Context: an optimization exercise on an open-source flow, tuned for small area. The choices shown serve that exercise and are no tape-out recipe. Where RTL was checked, it was by simulation tests only, not by an equivalence proof against the original. Power figures rest on the tool's default switching activity, not on a simulated workload.

==> violet: inputs <==
// ecg_r_peak_heart_rate
module ecg_r_peak_heart_rate (
  input  logic        clk,
  input  logic        rst,
  input  logic        sample_valid,
  output logic        sample_stall,
  input  logic [11:0] adc_sample,
  output logic        result_valid,
  input  logic        result_stall,
  output logic [11:0] filtered_sample,
  output logic        peak_flag,
  output logic        rate_updated,
  output logic [7:0]  heart_rate,
  input  logic        cfg_valid,
  output logic        cfg_ready,
  input  logic [2:0]  cfg_index,
  input  logic [15:0] cfg_data
);
  logic [4:0] ph;
  logic [2:0] mode;
  logic [3:0] pc;
  logic       last;
  logic [3:0] j;
  assign last = (ph == 5'd31);
  assign j    = ph[3:0];
  always_ff @(posedge clk) begin
    if (rst) ph <= '0;
    else     ph <= ph + 1'b1;
  end
  logic is_init, is_cfg, is_filt, is_div, is_hupd, is_avg;
  assign is_init = (mode == ecgr_pkg::M_INIT);
  assign is_cfg  = (mode == ecgr_pkg::M_CFG);
  assign is_filt = (mode == ecgr_pkg::M_FILT);
  assign is_div  = (mode == ecgr_pkg::M_DIV);
  assign is_hupd = (mode == ecgr_pkg::M_HUPD);
  assign is_avg  = (mode == ecgr_pkg::M_AVG);
  logic f10, d0, d15;
  assign f10 = is_filt && (pc == 4'd10);
  assign d0  = is_div && (pc == 4'd0);
  assign d15 = is_div && (pc == 4'd15);
  logic m16, m8;
  assign m16 = cfg_data[j];
  assign m8  = cfg_data[j[2:0]];
  logic alpha_q, thresh_q, refr_q, numer_q, rmin_q, rmax_q;
  logic alpha_d, thresh_d, refr_d, numer_d, rmin_d, rmax_d;
  logic cfg_w;
  assign cfg_w = is_cfg;
  always_comb begin
    alpha_d  = alpha_q;
    thresh_d = thresh_q;
    refr_d   = refr_q;
  ...
Settings: LEC_CHECK=0, ABC_AREA=1, CAP_MARGIN=20, CORE_MARGIN=2, CORE_UTILIZATION=60, SLEW_MARGIN=20; clock period 10.0 ns.
standard.sh (not shown) runs the stock make flow with config.mk's settings and CLKGATE_MAP_FILE= SYNTH_SCRIPT=/design/flow/synth_recipe.tcl, a recipe that flattens the netlist after the stock synthesis.
==> flow/flow/run.sh <==
#!/bin/bash
# The standard layout (standard.sh) with these changes:
#  - synthesis maps the logic with an area-only ABC script (flow/area.abc) instead of ORFS's
#    abc_area.script; everything else in synthesis, the registers included, is unchanged;
#  - ports are buffered with the smallest buffer (buf_1);
#  - the clock tree is built from clkbuf_4 without dummy loads.
# Logs: own_synth.log is not separate; make's whole output goes to standard.log and ORFS
# writes each step's log under orfs/logs/.
set -euo pipefail
HERE=$(pwd)
{
  printf '%s\n' 'proc abc {args} {'
  printf '%s\n' '  set i [lsearch -exact $args -script]'
  printf '%s\n' '  if {$i >= 0} { lset args [expr {$i + 1}] $::env(OWN_ABC_SCRIPT) }'
  printf '%s\n' '  yosys abc {*}$args'
  printf '%s\n' '}'
  cat synth_recipe.tcl
} > own_synth.tcl
sed -E "s#SYNTH_SCRIPT=[^ ]+#SYNTH_SCRIPT=$HERE/own_synth.tcl#" standard.sh > own_standard.sh
export OWN_ABC_SCRIPT="$HERE/flow/area.abc"
export BUFFER_PORTS_ARGS="-buffer_cell sky130_fd_sc_hd__buf_1"
export CTS_ARGS="-sink_clustering_enable -repair_clock_nets -dont_use_dummy_load -buf_list sky130_fd_sc_hd__clkbuf_4 -sink_clustering_size 8 -sink_clustering_max_diameter 40"
bash own_standard.sh > standard.log 2>&1
==> flow/flow/area.abc <==
strash
dc2
&get -n
&deepsyn -T 30
&put
dc2
dch -f
amap
topo
==> yarrow (differences from violet) <==
--- a/flow/flow/run.sh
+++ b/flow/flow/run.sh
@@ -14,10 +14,10 @@
   printf '%s\n' '  if {$i >= 0} { lset args [expr {$i + 1}] $::env(OWN_ABC_SCRIPT) }'
   printf '%s\n' '  yosys abc {*}$args'
   printf '%s\n' '}'
   cat synth_recipe.tcl
 } > own_synth.tcl
 sed -E "s#SYNTH_SCRIPT=[^ ]+#SYNTH_SCRIPT=$HERE/own_synth.tcl#" standard.sh > own_standard.sh
 export OWN_ABC_SCRIPT="$HERE/flow/area.abc"
 export BUFFER_PORTS_ARGS="-buffer_cell sky130_fd_sc_hd__buf_1"
-export CTS_ARGS="-sink_clustering_enable -repair_clock_nets -dont_use_dummy_load -buf_list sky130_fd_sc_hd__clkbuf_4 -sink_clustering_size 8 -sink_clustering_max_diameter 40"
+export CTS_ARGS="-sink_clustering_enable -repair_clock_nets -dont_use_dummy_load -buf_list sky130_fd_sc_hd__clkbuf_4 -sink_clustering_size 10 -sink_clustering_max_diameter 50"
 bash own_standard.sh > standard.log 2>&1
==> flow/flow/area.abc (replaced) <==
strash
dc2
dch -f
amap
topo
- CORE_UTILIZATION: 60 -> 50
==> quartz (differences from violet) <==
--- a/flow/design.v
+++ b/flow/design.v
@@ -7,16 +7,17 @@
   localparam logic [7:0]  RATE_MAX_RESET = 8'd220;
   localparam logic [2:0] M_INIT = 3'd0;   
   localparam logic [2:0] M_IDLE = 3'd1;
   localparam logic [2:0] M_CFG  = 3'd2;   
   localparam logic [2:0] M_FILT = 3'd3;   
   localparam logic [2:0] M_DIV  = 3'd4;   
   localparam logic [2:0] M_HUPD = 3'd5;   
   localparam logic [2:0] M_AVG  = 3'd6;   
+  localparam logic [2:0] M_GSET = 3'd7;   
 endpackage
 module ecgr_ring #(
   parameter int L = 16
 ) (
   input  logic clk,
   input  logic din,
   output logic q0
 );
@@ -47,23 +48,24 @@
   logic       last;
   logic [3:0] j;
   assign last = (ph == 5'd31);
   assign j    = ph[3:0];
   always_ff @(posedge clk) begin
     if (rst) ph <= '0;
     else     ph <= ph + 1'b1;
   end
-  logic is_init, is_cfg, is_filt, is_div, is_hupd, is_avg;
+  logic is_init, is_cfg, is_filt, is_div, is_hupd, is_avg, is_gset;
   assign is_init = (mode == ecgr_pkg::M_INIT);
   assign is_cfg  = (mode == ecgr_pkg::M_CFG);
   assign is_filt = (mode == ecgr_pkg::M_FILT);
   assign is_div  = (mode == ecgr_pkg::M_DIV);
   assign is_hupd = (mode == ecgr_pkg::M_HUPD);
   assign is_avg  = (mode == ecgr_pkg::M_AVG);
+  assign is_gset = (mode == ecgr_pkg::M_GSET);
   logic f10, d0, d15;
   assign f10 = is_filt && (pc == 4'd10);
   assign d0  = is_div && (pc == 4'd0);
   assign d15 = is_div && (pc == 4'd15);
   logic m16, m8;
   assign m16 = cfg_data[j];
   assign m8  = cfg_data[j[2:0]];
   logic alpha_q, thresh_q, refr_q, numer_q, rmin_q, rmax_q;
@@ -98,22 +100,33 @@
   ecgr_ring #(.L(16)) u_refr   (.clk(clk), .din(refr_d),   .q0(refr_q));
   ecgr_ring #(.L(16)) u_numer  (.clk(clk), .din(numer_d),  .q0(numer_q));
   ecgr_ring #(.L(8))  u_rmin   (.clk(clk), .din(rmin_d),   .q0(rmin_q));
   ecgr_ring #(.L(8))  u_rmax   (.clk(clk), .din(rmax_d),   .q0(rmax_q));
   logic       opbit, nextbit;
   logic [3:0] pcn, tgt;
   logic       tsel;
   assign pcn = pc + 1'b1;
-  logic fd;
-  assign fd   = is_filt || is_div;
-  assign tsel = is_div || f10;
-  assign tgt  = f10 ? 4'd15 : ((fd ? pcn : 4'd0) ^ {4{is_div}});
+  always_comb begin
+    tsel = 1'b0;
+    tgt  = 4'd0;
+    if (is_filt) begin
+      if (pc == 4'd10) begin
+        tsel = 1'b1;
+        tgt  = 4'd15;
+      end else begin
+        tgt  = pcn;
+      end
+    end else if (is_div) begin
+      tsel = 1'b1;
+      tgt  = ~pcn;
+    end
+  end
   always_ff @(posedge clk) begin
-    if ((ph[4] || fd) && (j == tgt)) nextbit <= tsel ? numer_q : alpha_q;
+    if ((ph[4] || is_filt || is_div) && (j == tgt)) nextbit <= tsel ? numer_q : alpha_q;
     if (last) opbit <= nextbit;
   end
   logic [11:0] s_hi;        
   logic        s0;          
   logic        s_en;
   logic        s_in;
   logic        fwin;      
   logic        xbit;
@@ -129,17 +142,17 @@
   logic [31:0] g;
   logic        g0, g_d, g15_w;
   assign g0 = g[0];
   logic h0q, h1q, h2q, h3q;
   logic h0d, h1d, h2d, h3d;
   logic [7:0] p;
   logic up;                     
   logic seen;
-  logic [2:0] fill;             
+  logic [2:0] fill;
   logic pk, upd, rv;
   logic [7:0] held;
   logic fa, fb, fcin, fsum, fcout;
   always_comb begin
     fa   = (pc == 4'd0) ? s0 : t0;
     fb   = opbit ? xbit : s0;
     if (ph == 5'd28) begin
       fa = 1'b0;
@@ -147,26 +160,25 @@
     end
     fcin  = (ph == 5'd6) ? 1'b0 : p[0];
     fsum  = fa ^ fb ^ fcin;
     fcout = (fa & fb) | (fa & fcin) | (fb & fcin);
   end
   logic snew, tbit;
   assign snew = opbit ? xbit : t0;
   assign tbit = ph[4] ? thresh_q : 1'b0;
-  logic gcin, gapb, rb, geff;
-  assign geff = pk ? (ph == 5'd0) : g0;
+  logic gcin, gapb, rb;
   assign gcin = (ph == 5'd0) ? 1'b1 : p[0];
-  assign gapb = geff ^ gcin;
+  assign gapb = g0 ^ gcin;
   assign rb   = ph[4] ? 1'b0 : refr_q;
   logic gr_n, nz_n, big_n, gt_n, lt_n, thr_n;
   always_comb begin
     gr_n  = (gapb ^ rb) ? gapb : ((ph == 5'd0) ? 1'b0 : p[1]);
-    nz_n  = ((ph == 5'd0) ? 1'b0 : p[2]) | geff;
-    big_n = ((ph == 5'd0) ? 1'b0 : p[3]) | (geff & ph[4]);
+    nz_n  = ((ph == 5'd0) ? 1'b0 : p[2]) | g0;
+    big_n = ((ph == 5'd0) ? 1'b0 : p[3]) | (g0 & ph[4]);
     gt_n  = (ph == 5'd6) ? 1'b0 : p[4];
     lt_n  = (ph == 5'd6) ? 1'b0 : p[5];
     thr_n = (ph == 5'd6) ? 1'b0 : p[6];
     if (snew != s0) begin
       gt_n = snew;
       lt_n = s0;
     end
     if (s0 != tbit) thr_n = s0;
@@ -196,28 +208,19 @@
     in_range = ~p[5] & p[6] & p[7];
   end
   logic       colmask;
   logic [2:0] tot;
   logic [1:0] ccin;
   logic       sbit;
   assign colmask = ~j[3];
   assign ccin    = (j == 4'd0) ? 2'd0 : p[4:3];
-  logic hm0, hm1, hm2, hm3, fs1, fc1, fc2;
-  assign hm0 = h0q & colmask;
-  assign hm1 = h1q & colmask;
-  assign hm2 = h2q & colmask;
-  assign hm3 = h3q & colmask;
-  assign fs1    = hm0 ^ hm1 ^ hm2;
-  assign fc1    = (hm0 & hm1) | (hm0 & hm2) | (hm1 & hm2);
-  assign tot[0] = hm3 ^ fs1 ^ ccin[0];
-  assign fc2    = (hm3 & fs1) | (hm3 & ccin[0]) | (fs1 & ccin[0]);
-  assign tot[1] = fc1 ^ fc2 ^ ccin[1];
-  assign tot[2] = (fc1 & fc2) | (fc1 & ccin[1]) | (fc2 & ccin[1]);
-  assign sbit   = tot[0];
+  assign tot     = {1'b0, ccin} + {2'b0, h0q & colmask} + {2'b0, h1q & colmask} +
+                   {2'b0, h2q & colmask} + {2'b0, h3q & colmask};
+  assign sbit    = tot[0];
   logic [1:0] r3, r3_n;
   assign r3 = p[6:5];
   always_comb begin
     r3_n = (j == 4'd0) ? 2'd0 : r3;
     if (sbit) begin
       if (j[0]) r3_n = (r3_n == 2'd0) ? 2'd2 : (r3_n == 2'd1) ? 2'd0 : 2'd1;
       else      r3_n = (r3_n == 2'd2) ? 2'd0 : r3_n + 2'd1;
     end
@@ -228,102 +231,97 @@
     bbin = (j == 4'd0) ? 1'b0 : p[0];
     ybit = sbit ^ rj ^ bbin;
     qpv  = (j == 4'd0) ? 1'b0 : p[1];
     c3in = (j == 4'd0) ? 1'b0 : p[2];
     qj   = ybit ^ qpv ^ c3in;
     bb_n = (~sbit & (rj | bbin)) | (rj & bbin);
     c3_n = (qj & qpv) | (qj & c3in) | (qpv & c3in);
   end
-  logic held_en, held_in, win0, win1, win2;
-  assign win0 = !j[3];
-  assign win1 = !j[3] || (j[2:0] == 3'd0);
-  assign win2 = !j[3] || (j[2:1] == 2'd0);
+  logic [3:0] sh_lo;
+  logic       held_en, held_in;
   always_comb begin
     held_en = 1'b0;
     held_in = 1'b0;
+    sh_lo   = (fill == 3'd2) ? 4'd1 : (fill == 3'd4) ? 4'd2 : 4'd0;
     if (is_init) begin
-      held_en = ph[4] && win0;
+      held_en = ph[4] && !j[3];
     end else if (is_avg && ph[4]) begin
-      held_in = sbit;
-      if (fill[2] && fill[0]) begin          
-        held_en = win0;
+      if (fill == 3'd3) begin
+        held_en = !j[3];
         held_in = qj;
-      end else if (fill[2]) begin            
-        held_en = win2;
-      end else if (fill[1]) begin            
-        held_en = win1;
-      end else begin                         
-        held_en = win0;
+      end else begin
+        held_en = (j >= sh_lo) && (j < sh_lo + 4'd8);
+        held_in = sbit;
       end
     end
   end
-  logic peak, div_go;
-  assign peak   = gr_n & up & p[5] & p[6];
-  assign div_go = peak & seen & nz_n;
+  logic peak;
+  assign peak = gr_n & up & p[5] & p[6];
   always_ff @(posedge clk) begin
     if (rst) begin
       mode <= ecgr_pkg::M_INIT;
       pc   <= '0;
     end else if (last) begin
       pc <= '0;
       unique case (mode)
-        ecgr_pkg::M_INIT, ecgr_pkg::M_CFG: mode <= ecgr_pkg::M_IDLE;
+        ecgr_pkg::M_INIT, ecgr_pkg::M_CFG, ecgr_pkg::M_GSET: mode <= ecgr_pkg::M_IDLE;
         ecgr_pkg::M_IDLE: begin
           if (sample_valid && !rv) mode <= ecgr_pkg::M_FILT;
           else if (cfg_valid)      mode <= ecgr_pkg::M_CFG;
         end
         ecgr_pkg::M_FILT: begin
           if (pc != 4'd10) begin
             pc <= pcn;
+          end else if (peak) begin
+            mode <= (seen && nz_n) ? ecgr_pkg::M_DIV : ecgr_pkg::M_GSET;
           end else begin
-            mode <= div_go ? ecgr_pkg::M_DIV : ecgr_pkg::M_IDLE;
+            mode <= ecgr_pkg::M_IDLE;
           end
         end
         ecgr_pkg::M_DIV: begin
           if (pc != 4'd15) pc <= pcn;
-          else mode <= in_range ? ecgr_pkg::M_HUPD : ecgr_pkg::M_IDLE;
+          else mode <= in_range ? ecgr_pkg::M_HUPD : ecgr_pkg::M_GSET;
         end
         ecgr_pkg::M_HUPD: mode <= ecgr_pkg::M_AVG;
-        default: mode <= ecgr_pkg::M_IDLE;   
+        default: mode <= ecgr_pkg::M_GSET;   
       endcase
     end
   end
   assign sample_stall = !(f10 && last);
   assign cfg_ready    = is_cfg && last;
   always_ff @(posedge clk) begin
     if (rst) begin
       up   <= 1'b0;
       seen <= 1'b0;
       fill <= '0;
       rv   <= 1'b0;
-      pk   <= 1'b0;
     end else begin
-      if (f10 && last) begin
-        up <= p[4];
-        pk <= peak;
-        if (peak) seen <= 1'b1;
-      end
-      if (is_hupd && last) fill <= {fill[1], fill[0] | fill[2], ~fill[2]};
-      if (last && ((f10 && !div_go) || (d15 && !in_range) || is_avg)) rv <= 1'b1;
+      if (f10 && last) up <= p[4];
+      if (is_gset && last) seen <= 1'b1;
+      if (is_hupd && last && fill != 3'd4) fill <= fill + 1'b1;
+      if (last && ((f10 && !peak) || is_gset)) rv <= 1'b1;
       else if (!result_stall) rv <= 1'b0;
     end
   end
   assign result_valid = rv;
   always_ff @(posedge clk) begin
-    if (f10 && last) upd <= 1'b0;
+    if (f10 && last) begin
+      pk  <= peak;
+      upd <= 1'b0;
+    end
     if (d15 && last) upd <= in_range;
   end
   assign peak_flag    = pk;
   assign rate_updated = upd;
   always_ff @(posedge clk) begin
     if (is_filt && !f10) begin
       p[0] <= fcout;
     end else if (f10) begin
-      p[0] <= geff & gcin;
+      p[0] <= g0 & gcin;
       p[1] <= gr_n;
       p[2] <= nz_n;
       p[3] <= big_n;
       if (fwin) begin
         p[4] <= gt_n;
         p[5] <= lt_n;
         p[6] <= thr_n;
       end
@@ -379,16 +377,17 @@
     t[29:22] <= t[30:23];
     t[30]    <= t30_w ? t30_d : t[31];
     t[31]   <= t31_d;
   end
   always_comb begin
     g_d = g0;
     if (is_init)      g_d = 1'b0;
     else if (f10)     g_d = gapb;
+    else if (is_gset) g_d = (ph == 5'd0);
   end
   assign g15_w = is_div && (ph <= 5'd15);
   always_ff @(posedge clk) begin
     g[14:0]  <= g[15:1];
     g[15]    <= g15_w ? dsum : g[16];
     g[31:16] <= {g_d, g[31:17]};
   end
   always_comb begin
==> flow/flow/area.abc (replaced) <==
strash
dch
map -a
topo
- CORE_UTILIZATION: 60 -> 70
==> run summary <==
item                                                                                        yarrow                   violet                   quartz
Run status                                                                 complete, no violations  complete, no violations  complete, no violations
Row count                                                                                       43                       39                       36
Total clock buffers created by CTS                                                              29                       36                       37
Portion of the layout cell area used by clock cells                                         0.0284                   0.0357                   0.0352
Leak pwr                                                                                0.00280 µW               0.00279 µW               0.00299 µW
Biggest cell delay along the critical path                                                 0.55 ns                  0.73 ns                  0.76 ns
Launching element of the worst setup path                                     mode[0]$_SDFFE_PP0P_     mode[1]$_SDFFE_PP0P_         ph[0]$_SDFF_PP0_
Met1 routed wirelength after detailed routing                                              6940 µm                  6650 µm                  6660 µm
Multi-input combinational cell area                                                       1920 µm²                 1810 µm²                 2080 µm²
Effective utilization at floorplan                                                           0.508                    0.608                    0.728
Overall Global Routing Usage                                                                 0.213                    0.249                    0.303
Hold Crit Endpoint                                                            u_refr.r[11]$_DFF_P_      u_rmin.r[0]$_DFF_P_    u_thresh.r[8]$_DFF_P_
Width of the chip                                                                           122 µm                   111 µm                   105 µm
Die outline area                                                                         14900 µm²                12300 µm²                11100 µm²
Placeable Area                                                                           13700 µm²                11300 µm²                 9860 µm²
Sequential cell power                                                                       983 µW                   975 µW                   976 µW
Met3 wire length                                                                            983 µm                  1300 µm                  1640 µm
Number of search-and-repair iterations in the first detailed-routing pass                        7                        5                        8
Sequential Area                                                                           4830 µm²                 4830 µm²                 4840 µm²
Power per standard cell area                                                            188 nW/µm²               194 nW/µm²               190 nW/µm²
Routed len/inst                                                                            17.5 µm                  18.3 µm                  18.3 µm
Total vias in the final route                                                                 4717                     4770                     5350
Only the layout flow was run in quartz; the RTL was not checked for function there.

## static timing again, ports no longer ideal
No port has a modelled driver above. Below, the same layouts with a new extraction and two added sets of constraints.
Step 1, drivers: a clkbuf_16 drives clk and a buf_2 each remaining input, both assumed.
Step 2 times the ports against the registers' clock, not the clock port: input delays grow and output delays shrink by t, the midpoint of the rising clock arrivals with the driver on.
a / b / c = ideal ports / drivers / drivers and shift; a / b = the first two.
run	t (ns)	slack for setup (ns)	hold WS [ns]	cell pins on the clock port's net
violet	0.566	4.205 / 4.171 / 4.736	0.286 / 0.286 / 0.286	1
yarrow	0.629	4.490 / 4.455 / 4.996	0.272 / 0.272 / 0.272	1
quartz	0.577	4.679 / 4.646 / 4.793	0.290 / 0.290 / 0.290	1
After both steps setup and hold are still met in every run listed.
